This design comes from an exercise in tuning for small area, a short achievable clock period and few clock cycles per item on the open sky130 flow, not from production work.
Function was checked by simulation only, so behaviour that the tests miss may differ from the original.
Power and IR drop assume default switching activity.

Setup of run 1:
## header_length_frame_receiver_core
module header_length_frame_receiver_core
#(
   parameter int BUF_DEPTH = BUF_DEPTH_DEF
) (
   input  logic                clock,
   input  logic                reset,
   input  logic                req_valid,
   output logic                req_ready,
   input  logic [OPCODE_W-1:0] req_opcode,
   input  logic [BYTE_W-1:0]   req_rx_byte,
   input  logic [INDEX_W-1:0]  req_read_index,
   output logic                rsp_valid,
   input  logic                rsp_ready,
   output logic                rsp_frame_done,
   output logic [COUNT_W-1:0]  rsp_byte_count,
   output logic [BYTE_W-1:0]   rsp_read_data,
   output logic [EVENT_W-1:0]  rsp_event_code
);
   localparam int GRP = 16;
   localparam int NG  = 256 / GRP;
   localparam int GW  = $clog2(GRP);
   logic               advance;
   logic               accept;
   logic               wr_en;
   logic [7:0]         wr_pos;
   hlfr_pkg::hlfr_status_type status;
   logic [NG-1:0][BYTE_W-1:0] grp_data;
   logic               s1_valid_ff;
   hlfr_pkg::hlfr_status_type s1_stat_ff;
   logic               s1_rd_ff;
   logic [NG-1:0]      s1_hi_oh_ff;
   logic [NG-1:0][BYTE_W-1:0] s1_grp_ff;
   logic [BYTE_W-1:0]  s1_data;
   logic               rsp_valid_ff;
   hlfr_pkg::hlfr_status_type rsp_stat_ff;
   logic [BYTE_W-1:0]  rsp_data_ff;
   assign advance   = !rsp_valid_ff || rsp_ready;
   assign req_ready = advance;
   assign accept    = req_valid && advance;
   hlfr_ctrl u_ctrl (
      .clock  (clock),
      .reset  (reset),
      .accept (accept),
      .opcode (req_opcode),
      .rx_byte(req_rx_byte),
      .wr_en  (wr_en),
      .wr_pos (wr_pos),
      .status (status)
   );
   hlfr_store #(.GRP(GRP)) u_store (
      .clock   (clock),
      .wr_en   (wr_en),
      .wr_addr (wr_pos),
      .wr_data (req_rx_byte),
      .rd_lo_oh(GRP'(1) << req_read_index[GW-1:0]),
      .grp_data(grp_data)
   );
   always_comb begin
      s1_data = '0;
      for (int g = 0; g < NG; g++) begin
         s1_data = s1_data | (s1_grp_ff[g] & {BYTE_W{s1_hi_oh_ff[g]}});
      end
   end
   always_ff @(posedge clock) begin
      if (reset) begin
         s1_valid_ff  <= 1'b0;
         rsp_valid_ff <= 1'b0;
      end else if (advance) begin
         s1_valid_ff  <= req_valid;
         rsp_valid_ff <= s1_valid_ff;
      end
   end
   always_ff @(posedge clock) begin
      if (advance) begin
         s1_stat_ff  <= status;
  ...
For scale: about 4300 cells after synthesis, roughly 81000 µm² of cells after synthesis.
Settings: LEC_CHECK=0, CAP_MARGIN=20, CORE_MARGIN=2, CORE_UTILIZATION=40, CTS_CLUSTER_DIAMETER=60, CTS_CLUSTER_SIZE=24, PLACE_DENSITY=0.72, SETUP_SLACK_MARGIN=2.8, SLEW_MARGIN=20, SYNTH_HIERARCHICAL=1; clock period 5.0 ns.
run.sh (not shown) runs the stock make flow with config.mk's settings and CLKGATE_MAP_FILE= SYNTH_SCRIPT=/design/flow/synth_recipe.tcl, a recipe that flattens the netlist after the stock synthesis.
Run 1: flow completed, timing, DRC and antenna clean
Testbench counts of run 1, summed over its fixed seeds: cycles 24,016, items 24,000.
The inputs of run 2 differ from those of run 1 as listed below.
-- flow/config.mk --
<<< run 1, line 12
export CTS_CLUSTER_SIZE = 24
export PLACE_DENSITY = 0.72
export SETUP_SLACK_MARGIN = 2.8
export SLEW_MARGIN = 20
>>> run 2, line 12
export CTS_CLUSTER_SIZE = 24
export SETUP_SLACK_MARGIN = 2.5
export SLEW_MARGIN = 20
[summary]
Cell depth of the worst setup path in run 2 vs run 1: up 6. Wire: run 2 routes more than run 1. Run 2 vs run 1 on clock network power share: run 2 is the higher one. On sequential power, run 2 tracks run 1 almost exactly. [compare] base=run 1 new=run 2: fraction of met3 tracks used by global routing went down 0.87 points; data required time of the worst path went up 1.49 ns. Count of clock buffers in the final design ended up 13 higher on run 2 than on run 1. Taking run 1 as the reference point, the clock distribution area overhead in the final layout of run 2 rises by 0.96 points. Post-route non-filler standard cell count of run 2 is on par with run 1. Run 2 ends up with a multi-input logic portion of the cell area that is 0.83 points lower than in run 1. Lower signed area change from the synthesized netlist to the final layout was reported by run 2, not run 1.
Input-level comparison between run 3 and run 2:
-- flow/config.mk --
<<< run 2, line 12
export CTS_CLUSTER_SIZE = 24
export SETUP_SLACK_MARGIN = 2.5
export SLEW_MARGIN = 20
>>> run 3, line 12
export CTS_CLUSTER_SIZE = 24
export SETUP_SLACK_MARGIN = 2.8
export SLEW_MARGIN = 20
==> summary.txt <==
Number of DRC markers in iteration 0: run 3 vs run 2 up 491. Cell-internal power: run 2 vs run 3, no meaningful difference. Between run 2 and run 3, the final critical path time including I/O delays and setup is higher for run 2. Sort run 2 and run 3 by number of antenna violations at the first check in global routing desc -> top: run 3. The power spent charging and discharging nets in run 3 was higher than what run 2 gave.

========
header_length_frame_receiver_core, a different RTL version from the one above (not shown whole).
Size in the first run: roughly 2300 flip-flops, roughly 45 I/O pins, ~82000 um2 of cells after synthesis.
clock: 5.0 ns
lec_check: 0
cap_margin: 20
core_margin: 2
core_utilization: 40
cts_cluster_diameter: 60
cts_cluster_size: 24
place_density: 0.8
setup_slack_margin: 2.8
slew_margin: 20
synth_hierarchical: 1
Testbench counts at the start, summed over its fixed seeds: cycles 24,016, items 24,000.
Change:
Settings changed: PLACE_DENSITY 0.8 to 0.72, SETUP_SLACK_MARGIN 2.8 to 2.9.
What happened:
- The new run completed with no timing, DRC or antenna violations
- worst setup slack is better by 0.14 ns
- core utilization increases by 1.1 points
- die area does not change
- via count decreases by 2.2%
- sequential cell count is unchanged
- register-to-register slack is better by 0.17 ns
- cell area increases by 2.3%
Change:
Settings changed: GPL_ROUTABILITY_DRIVEN set to 0, SETUP_SLACK_MARGIN 2.9 to 2.8.
=> Cell count falls by 1.5%. Worst hold slack is about the same. Clock-buffer cell count rose by 1. Critical path depth climbs by 7. Power stays flat. First-iteration DRC count shrinks by 8.1%. Final area went down by 2.4%. Via count shrinks by 1.9%. Clock power barely changes. Utilization came out lower by 1.2 points. Clock skew came out lower by 0.015 ns.
Change:
Settings changed: GPL_ROUTABILITY_DRIVEN 0 to unset, TNS_END_PERCENT set to 30.
Outcome: Cell count hardly moves. Wire length rose by 1.8%. Cell area fell by 0.65%. Clock power fell by about 10%. Maximum frequency fell by 5.3%. Sequential share of layout area rose by 0.48 points. Power fell by 3.3%. Via count rose by about 0.4%. Global-route usage fell by 0.11 points. Utilization fell by 0.30 points.

separate check: timing with driven ports:
How much do the figures lean on ideal ports? The routed layouts below were timed once more, with nothing changed but the port constraints.
Step 1 (the two cells are an assumption about what drives the block):
set clk [get_ports {clock}]
set_driving_cell -lib_cell sky130_fd_sc_hd__clkbuf_16 $clk
set_driving_cell -lib_cell sky130_fd_sc_hd__buf_2 [delete_from_list [all_inputs] $clk]
Step 2 times the ports against the registers' clock, not the clock port: input delays grow and output delays shrink by t, the midpoint of the rising clock arrivals with the driver on.
Three values: ideal, step 1, step 2; two values: the first two.
run	t, ns	setup WS [ns]	latest minus earliest clock arrival (ns)	worst data-port slew with drivers (ns)
run 1	0.878	2.484 / 2.394 / 1.683	0.065 / 0.066	0.35
run 2	0.908	2.498 / 2.447 / 1.632	0.050 / 0.050	0.06
run 3	0.905	2.516 / 2.456 / 1.700	0.054 / 0.054	0.52
the first run of note 2	0.849	2.550 / 2.550 / 1.737	0.062 / 0.063	0.39
the second run of note 2	0.886	2.693 / 2.611 / 1.799	0.048 / 0.048	0.45
the third run of note 2	0.875	2.745 / 2.668 / 1.910	0.041 / 0.041	0.14
the fourth run of note 2	0.880	2.619 / 2.531 / 1.819	0.053 / 0.054	0.30
After both steps every run listed still meets setup and hold. The setup slack of the second run of note 2, which loses most, moves by -0.082 ns with the drivers and by -0.894 ns with both steps.
